Context: an optimization exercise on an open-source flow, tuned for small area, a short achievable clock period and few clock cycles per item. The choices shown serve that exercise and are no tape-out recipe.
Only simulation tests tie the RTL to the original design; equivalence was not proved.
Power figures rest on the tool's default switching activity, not on a simulated workload.

==> flow/design.v <==
module squat_switch #(
    parameter int NumRx = 4,
    parameter int NumTx = 4
) (
    input  logic               clk,
    input  logic               rst,
    input  logic [8*NumRx-1:0] rx_data,
    input  logic [NumRx-1:0]   rx_soc,
    input  logic [NumRx-1:0]   rx_clav,
    output logic [NumRx-1:0]   rx_en,
    output logic [8*NumTx-1:0] tx_data,
    output logic [NumTx-1:0]   tx_soc,
    output logic [NumTx-1:0]   tx_en,
    input  logic [NumTx-1:0]   tx_clav,
    input  logic               cpu_sel,
    input  logic               cpu_wr,
    input  logic [7:0]         cpu_addr,
    input  logic [15:0]        cpu_wdata,
    output logic [15:0]        cpu_rdata,
    output logic               cpu_rdy
);
    localparam int         FL      = 54;       
    localparam logic [5:0] OFF_END = 6'd53;    
    localparam logic [5:0] OFF_RXL = 6'd52;    
    localparam logic [5:0] OFF_SCH = 6'd11;    
    localparam logic [5:0] OFF_CMT = 6'd12;    
    localparam int         TAP     = 11;       
    localparam int         TxMaskInt = (1 << NumTx) - 1;
    localparam logic [3:0] TX_VALID  = TxMaskInt[3:0];
    function automatic logic [7:0] hec_calc(input logic [31:0] hdr);
        logic [7:0] crc;
        crc = 8'h00;
        for (int b = 31; b >= 0; b = b - 1) begin
            if (crc[7] ^ hdr[b]) crc = {crc[6:0], 1'b0} ^ 8'h07;
            else                 crc = {crc[6:0], 1'b0};
        end
        hec_calc = crc ^ 8'h55;
    endfunction
    logic [5:0]       r_off;
    logic [NumRx-1:0] r_rd;           
    logic [NumRx-1:0] r_occ;          
    logic [NumRx-1:0] r_lkdone;       
    logic [3:0]       r_pend [NumRx]; 
    logic [11:0]      r_vpi12 [NumRx];
    logic [7:0]       r_delta [NumRx]; 
    logic [NumTx-1:0] r_txen_n;
    logic [NumTx-1:0] r_txsoc;
    logic [NumTx-1:0] r_go;
    logic [1:0]       r_sel [NumTx];
    logic [1:0]       r_rr  [NumTx];
    logic [7:0]       r_txd [NumTx];
    logic [NumRx-1:0] w_done, w_free, w_rxgo;
    logic             w_idle;
    always_comb begin
        for (int i = 0; i < NumRx; i = i + 1) begin
            w_done[i] = r_lkdone[i] && (r_pend[i] == 4'd0);
            w_free[i] = !r_occ[i] || w_done[i];
            w_rxgo[i] = rx_clav[i] && w_free[i];
        end
        w_idle = (r_occ == '0) && (r_txen_n == '1);
    end
    always_ff @(posedge clk) begin
        if (!rst) begin
            r_off <= OFF_END;
            r_rd  <= '0;
        end else begin
            if (r_off == OFF_END) begin
                if (!w_idle || (w_rxgo != '0)) r_off <= 6'd0;
                r_rd <= w_rxgo;
            end else begin
                r_off <= r_off + 6'd1;
                if (r_off == 6'd0)         r_rd <= r_rd & rx_soc;
                else if (r_off == OFF_RXL) r_rd <= '0;
            end
        end
    end
    logic [8*FL-1:0] r_ring [NumRx];
    logic [7:0]      w_tap  [NumRx];
    logic [7:0]      w_out  [NumRx];
    logic            w_b0, w_b1, w_b4;
    assign w_b0 = (r_off == 6'd12);
    assign w_b1 = (r_off == 6'd13);
    assign w_b4 = (r_off == 6'd16);
    genvar gi;
    generate
        for (gi = 0; gi < NumRx; gi = gi + 1) begin : g_ring
            logic [7:0] w_in;
            assign w_in = r_rd[gi] ? rx_data[8*gi +: 8] : r_ring[gi][8*FL-1 -: 8];
            always_ff @(posedge clk) r_ring[gi] <= {r_ring[gi][8*FL-9:0], w_in};
            assign w_tap[gi] = r_ring[gi][8*TAP +: 8];
            always_comb begin
                w_out[gi] = w_tap[gi];
                if (w_b0)      w_out[gi] = r_vpi12[gi][11:4];
                else if (w_b1) w_out[gi] = {r_vpi12[gi][3:0], w_tap[gi][3:0]};
                else if (w_b4) w_out[gi] = w_tap[gi] ^ r_delta[gi];
            end
            assign rx_en[gi] = ~r_rd[gi];
        end
    endgenerate
    logic [15:0]       w_wd;
    logic [4095:0]     w_lut;
    logic [255:0]      w_grp;
    logic [15:0]       w_ahi, w_rdg, w_rdv, r_rd16;
    logic [15:0]       w_rd16;
    logic              r_lka_v, r_lka_ok;
    logic [1:0]        r_lka_ring;
    logic [11:0]       r_lka_hdr;
    logic              r_lkb_v, r_lkb_ok;
    logic [1:0]        r_lkb_ring;
    logic [11:0]       r_lkb_hdr;
    logic              r_cpu_rdy;
    logic              r_wv, r_rstn;
    logic [7:0]        r_waddr;
    logic [15:0]       r_wdata;
    logic              w_hit;
    always_ff @(posedge clk) begin
        r_wv    <= cpu_sel && cpu_wr && rst;
        r_rstn  <= rst;
        r_waddr <= cpu_addr;
        r_wdata <= cpu_wdata;
    end
    assign w_wd = r_wdata & {16{r_rstn}};
    logic [15:0] w_wlo, w_whi, w_alo;
    always_comb begin
        for (int k = 0; k < 16; k = k + 1) begin
            w_wlo[k] = (r_waddr[3:0] == 4'(k));
            w_whi[k] = (r_waddr[7:4] == 4'(k)) && r_wv;
        end
    end
    generate
        for (gi = 0; gi < 256; gi = gi + 1) begin : g_row
            logic [15:0] r_q;
            always_ff @(posedge clk) begin
                if ((w_wlo[gi % 16] && w_whi[gi / 16]) || !r_rstn) r_q <= w_wd;
            end
            assign w_lut[16*gi +: 16] = r_q;
        end
    endgenerate
    assign w_hit = cpu_sel && r_wv && (cpu_addr == r_waddr);
    always_comb begin
        for (int k = 0; k < 16; k = k + 1) begin
            w_alo[k] = cpu_sel ? (cpu_addr[3:0] == 4'(k)) : (r_lka_hdr[3:0] == 4'(k));
            w_ahi[k] = (cpu_sel ? (cpu_addr[7:4] == 4'(k)) : (r_lka_hdr[7:4] == 4'(k)))
                       && !w_hit && r_rstn;
        end
    end
    generate
        for (gi = 0; gi < 16; gi = gi + 1) begin : g_grp
            squat_switch_sel16 u_sel (.d(w_lut[256*gi +: 256]), .s(w_alo), .q(w_grp[16*gi +: 16]));
        end
    endgenerate
    squat_switch_sel16 u_sel_hi (.d(w_grp), .s(w_ahi), .q(w_rdg));
    assign w_rdv = w_rdg | (r_wdata & {16{w_hit && r_rstn}});
    always_ff @(posedge clk) r_rd16 <= w_rdv;
    assign w_rd16    = r_rd16;
    assign cpu_rdata = r_rd16;
    assign cpu_rdy   = r_cpu_rdy;
    always_ff @(posedge clk) begin
        if (!rst) r_cpu_rdy <= 1'b0;
        else      r_cpu_rdy <= cpu_sel;
    end
    logic [7:0] w_pb [5];
    logic [1:0] w_pring;
    logic       w_pslot;
    logic [NumRx-1:0] r_ps;           
    always_ff @(posedge clk) begin
        for (int i = 0; i < NumRx; i = i + 1) r_ps[i] <= rst && (r_off == 6'(4 + i));
    end
    always_comb begin
        w_pslot = 1'b0;
        w_pring = 2'd0;
        for (int k = 0; k < 5; k = k + 1) w_pb[k] = 8'h00;
        for (int i = 0; i < NumRx; i = i + 1) begin
            w_pslot = w_pslot | r_ps[i];
            w_pring = w_pring | (2'(i) & {2{r_ps[i]}});
            for (int k = 0; k < 5; k = k + 1) w_pb[k] = w_pb[k] | (r_ring[i][8*(4+i-k) +: 8] & {8{r_ps[i]}});
        end
    end
    always_ff @(posedge clk) begin
        if (!rst) begin
            r_lka_v <= 1'b0;
            r_lkb_v <= 1'b0;
        end else begin
            r_lka_v <= w_pslot && r_occ[w_pring] && !r_lkdone[w_pring];
            r_lkb_v <= r_lka_v && !cpu_sel;
        end
        r_lka_ring <= w_pring;
        r_lka_hdr  <= {w_pb[0], w_pb[1][7:4]};
        r_lka_ok   <= (hec_calc({w_pb[0], w_pb[1], w_pb[2], w_pb[3]}) == w_pb[4]);
        r_lkb_ring <= r_lka_ring;
        r_lkb_hdr  <= r_lka_hdr;
        r_lkb_ok   <= r_lka_ok;
    end
    logic [7:0] w_delta;
    assign w_delta = hec_calc({r_lkb_hdr ^ w_rd16[11:0], 20'h00000}) ^ 8'h55;
    logic [NumRx-1:0] w_cand [NumTx];
    logic [1:0]       w_pick [NumTx];
    logic [NumTx-1:0] w_found;
    logic [NumTx-1:0] w_start;
    logic [1:0]       w_idx;
    always_comb begin
        for (int j = 0; j < NumTx; j = j + 1) begin
            for (int i = 0; i < NumRx; i = i + 1) w_cand[j][i] = r_lkdone[i] && r_pend[i][j];
            w_found[j] = 1'b0;
            w_pick[j]  = 2'd0;
            w_idx      = 2'd0;
            for (int k = NumRx - 1; k >= 0; k = k - 1) begin
                w_idx = r_rr[j] + 2'(k);
                if (w_cand[j][w_idx]) begin
                    w_found[j] = 1'b1;
                    w_pick[j]  = w_idx;
                end
            end
            w_start[j] = r_go[j] && tx_clav[j];
        end
    end
    always_ff @(posedge clk) begin
        if (!rst) begin
            r_occ    <= '0;
            r_lkdone <= '0;
            r_txen_n <= '1;
            r_txsoc  <= '0;
            r_go     <= '0;
            for (int j = 0; j < NumTx; j = j + 1) r_rr[j] <= 2'd0;
        end else begin
            for (int i = 0; i < NumRx; i = i + 1) begin
                if ((r_off == 6'd0) && r_rd[i] && rx_soc[i]) r_occ[i] <= 1'b1;
                else if (w_done[i])                         r_occ[i] <= 1'b0;
                if (r_lkb_v && (r_lkb_ring == 2'(i)))       r_lkdone[i] <= 1'b1;
                else if (w_done[i])                         r_lkdone[i] <= 1'b0;
            end
            if (r_off == OFF_SCH) begin
                r_go     <= w_found;
                r_txen_n <= '1;
            end
            if (r_off == OFF_CMT) begin
                r_txen_n <= ~w_start;
                r_txsoc  <= w_start;
                for (int j = 0; j < NumTx; j = j + 1)
                    if (w_start[j]) r_rr[j] <= r_sel[j] + 2'd1;
            end else begin
                r_txsoc <= '0;
            end
        end
    end
    always_ff @(posedge clk) begin
        for (int i = 0; i < NumRx; i = i + 1) begin
            if (r_lkb_v && (r_lkb_ring == 2'(i))) begin
                r_pend[i]  <= w_rd16[15:12] & TX_VALID & {4{r_lkb_ok}};
                r_vpi12[i] <= w_rd16[11:0];
                r_delta[i] <= w_delta;
            end else if (r_off == OFF_CMT) begin
                for (int j = 0; j < NumTx; j = j + 1)
                    if (w_start[j] && (r_sel[j] == 2'(i))) r_pend[i][j] <= 1'b0;
            end
        end
        for (int j = 0; j < NumTx; j = j + 1) begin
            if (r_off == OFF_SCH) r_sel[j] <= w_pick[j];
            r_txd[j] <= w_out[r_sel[j]];
        end
    end
    generate
        for (gi = 0; gi < NumTx; gi = gi + 1) begin : g_tx
            assign tx_en[gi]          = r_txen_n[gi];
            assign tx_soc[gi]         = r_txsoc[gi];
            assign tx_data[8*gi +: 8] = r_txd[gi];
        end
    endgenerate
endmodule
module squat_switch_sel16 (
    input  logic [255:0] d,
    input  logic [15:0]  s,
    output logic [15:0]  q
);
    always_comb begin
        q = 16'h0000;
        for (int k = 0; k < 16; k = k + 1) q = q | (d[16*k +: 16] & {16{s[k]}});
    end
endmodule
export LEC_CHECK = 0
export CAP_MARGIN = 20
export CORE_MARGIN = 2
export CORE_UTILIZATION = 45
export SLEW_MARGIN = 20
export SYNTH_HIERARCHICAL = 1
create_clock -name core_clock -period 10.0 [get_ports {clk}]
standard.sh (not shown) runs the stock make flow with config.mk's settings and CLKGATE_MAP_FILE= SYNTH_SCRIPT=/design/flow/synth_recipe.tcl, a recipe that flattens the netlist after the stock synthesis.
==> flow/flow/run.sh <==
#!/bin/bash
set -euo pipefail
export SETUP_SLACK_MARGIN=6.6
export CTS_ARGS="-sink_clustering_enable -repair_clock_nets -sink_clustering_size 22 -sink_clustering_max_diameter 80 -dont_use_dummy_load"
bash standard.sh MATCH_CELL_FOOTPRINT=0 finish > standard.log 2>&1
Testbench counts at the start, summed over its fixed seeds: cycles 17,006, cells 640.
Next try:
--- a/flow/design.v
+++ b/flow/design.v
@@ -19,10 +19,10 @@
     output logic [15:0]        cpu_rdata,
     output logic               cpu_rdy
 );
-    localparam int         FL      = 54;       
-    localparam logic [5:0] OFF_END = 6'd53;    
+    localparam int         FL      = 53;       
     localparam logic [5:0] OFF_RXL = 6'd52;    
     localparam logic [5:0] OFF_SCH = 6'd11;    
+    localparam logic [5:0] OFF_TXL = 6'((13 + 52) % FL);  
     localparam logic [5:0] OFF_CMT = 6'd12;    
     localparam int         TAP     = 11;       
     localparam int         TxMaskInt = (1 << NumTx) - 1;
@@ -49,29 +49,30 @@
     logic [1:0]       r_sel [NumTx];
     logic [1:0]       r_rr  [NumTx];
     logic [7:0]       r_txd [NumTx];
-    logic [NumRx-1:0] w_done, w_free, w_rxgo;
-    logic             w_idle;
+    logic [NumRx-1:0] w_done, w_free, w_rd0, w_rd;
+    logic [NumRx-1:0] r_canrd;        
+    logic             w_idle, w_park;
     always_comb begin
         for (int i = 0; i < NumRx; i = i + 1) begin
             w_done[i] = r_lkdone[i] && (r_pend[i] == 4'd0);
             w_free[i] = !r_occ[i] || w_done[i];
-            w_rxgo[i] = rx_clav[i] && w_free[i];
+            w_rd0[i]  = r_canrd[i] && rx_clav[i];
+            w_rd[i]   = r_rd[i] || w_rd0[i];
         end
         w_idle = (r_occ == '0) && (r_txen_n == '1);
+        w_park = (r_off == 6'd0) && w_idle && (w_rd0 == '0);
     end
     always_ff @(posedge clk) begin
         if (!rst) begin
-            r_off <= OFF_END;
-            r_rd  <= '0;
+            r_off   <= 6'd0;
+            r_rd    <= '0;
+            r_canrd <= '0;
         end else begin
-            if (r_off == OFF_END) begin
-                if (!w_idle || (w_rxgo != '0)) r_off <= 6'd0;
-                r_rd <= w_rxgo;
-            end else begin
-                r_off <= r_off + 6'd1;
-                if (r_off == 6'd0)         r_rd <= r_rd & rx_soc;
-                else if (r_off == OFF_RXL) r_rd <= '0;
-            end
+            if (r_off == OFF_RXL || w_park) r_off <= 6'd0;
+            else                            r_off <= r_off + 6'd1;
+            if (r_off == 6'd0)         r_rd <= w_rd0 & rx_soc;
+            else if (r_off == OFF_RXL) r_rd <= '0;
+            r_canrd <= (r_off == OFF_RXL || w_park) ? w_free : '0;
         end
     end
     logic [8*FL-1:0] r_ring [NumRx];
@@ -85,7 +86,7 @@
     generate
         for (gi = 0; gi < NumRx; gi = gi + 1) begin : g_ring
             logic [7:0] w_in;
-            assign w_in = r_rd[gi] ? rx_data[8*gi +: 8] : r_ring[gi][8*FL-1 -: 8];
+            assign w_in = w_rd[gi] ? rx_data[8*gi +: 8] : r_ring[gi][8*FL-1 -: 8];
             always_ff @(posedge clk) r_ring[gi] <= {r_ring[gi][8*FL-9:0], w_in};
             assign w_tap[gi] = r_ring[gi][8*TAP +: 8];
             always_comb begin
@@ -94,7 +95,7 @@
                 else if (w_b1) w_out[gi] = {r_vpi12[gi][3:0], w_tap[gi][3:0]};
                 else if (w_b4) w_out[gi] = w_tap[gi] ^ r_delta[gi];
             end
-            assign rx_en[gi] = ~r_rd[gi];
+            assign rx_en[gi] = ~w_rd[gi];
         end
     endgenerate
     logic [15:0]       w_wd;
@@ -224,15 +225,13 @@
             for (int j = 0; j < NumTx; j = j + 1) r_rr[j] <= 2'd0;
         end else begin
             for (int i = 0; i < NumRx; i = i + 1) begin
-                if ((r_off == 6'd0) && r_rd[i] && rx_soc[i]) r_occ[i] <= 1'b1;
+                if ((r_off == 6'd0) && w_rd0[i] && rx_soc[i]) r_occ[i] <= 1'b1;
                 else if (w_done[i])                         r_occ[i] <= 1'b0;
                 if (r_lkb_v && (r_lkb_ring == 2'(i)))       r_lkdone[i] <= 1'b1;
                 else if (w_done[i])                         r_lkdone[i] <= 1'b0;
             end
-            if (r_off == OFF_SCH) begin
-                r_go     <= w_found;
-                r_txen_n <= '1;
-            end
+            if (r_off == OFF_TXL) r_txen_n <= '1;
+            if (r_off == OFF_SCH) r_go <= w_found;
             if (r_off == OFF_CMT) begin
                 r_txen_n <= ~w_start;
                 r_txsoc  <= w_start;
Worst hold slack improved by 0.016 ns.
Flip-flop and latch count goes down by 28.
Design area goes up slightly.
Final cell count climbs slightly.
Synthesized area barely changes.
Via count goes up slightly.
Wire length rises by a few percent.
Power shrinks slightly.
First-iteration DRC count went up by roughly a tenth.
Clock-buffer cell count climbs by 2.
Testbench counts after the change, summed over its fixed seeds: cycles 16,693, cells 640.

-- what the ideal ports hide --
How much do the figures lean on ideal ports? The routed layouts below were timed once more, with nothing changed but the port constraints.
Step 1 sets driving cells, clkbuf_16 on the clock port and buf_2 on the other inputs (assumed; they add their load-dependent delay and slew).
Step 2 times the ports against the registers' clock, not the clock port: input delays grow and output delays shrink by t, the midpoint of the rising clock arrivals with the driver on.
Slacks: ideal ports / drivers / drivers and shift; pairs: ideal ports / drivers.
run | t, ns | slack for setup (ns) | cell pins on the clock port's net
the first run | 1.058 | 5.358 / 5.284 / 4.227 | 1
the second run | 1.018 | 5.430 / 5.182 / 4.164 | 1
After both steps every run listed still meets setup and hold. For the second run, which loses most, drivers alone change the setup slack by -0.248 ns; drivers and shift together by -1.266 ns.
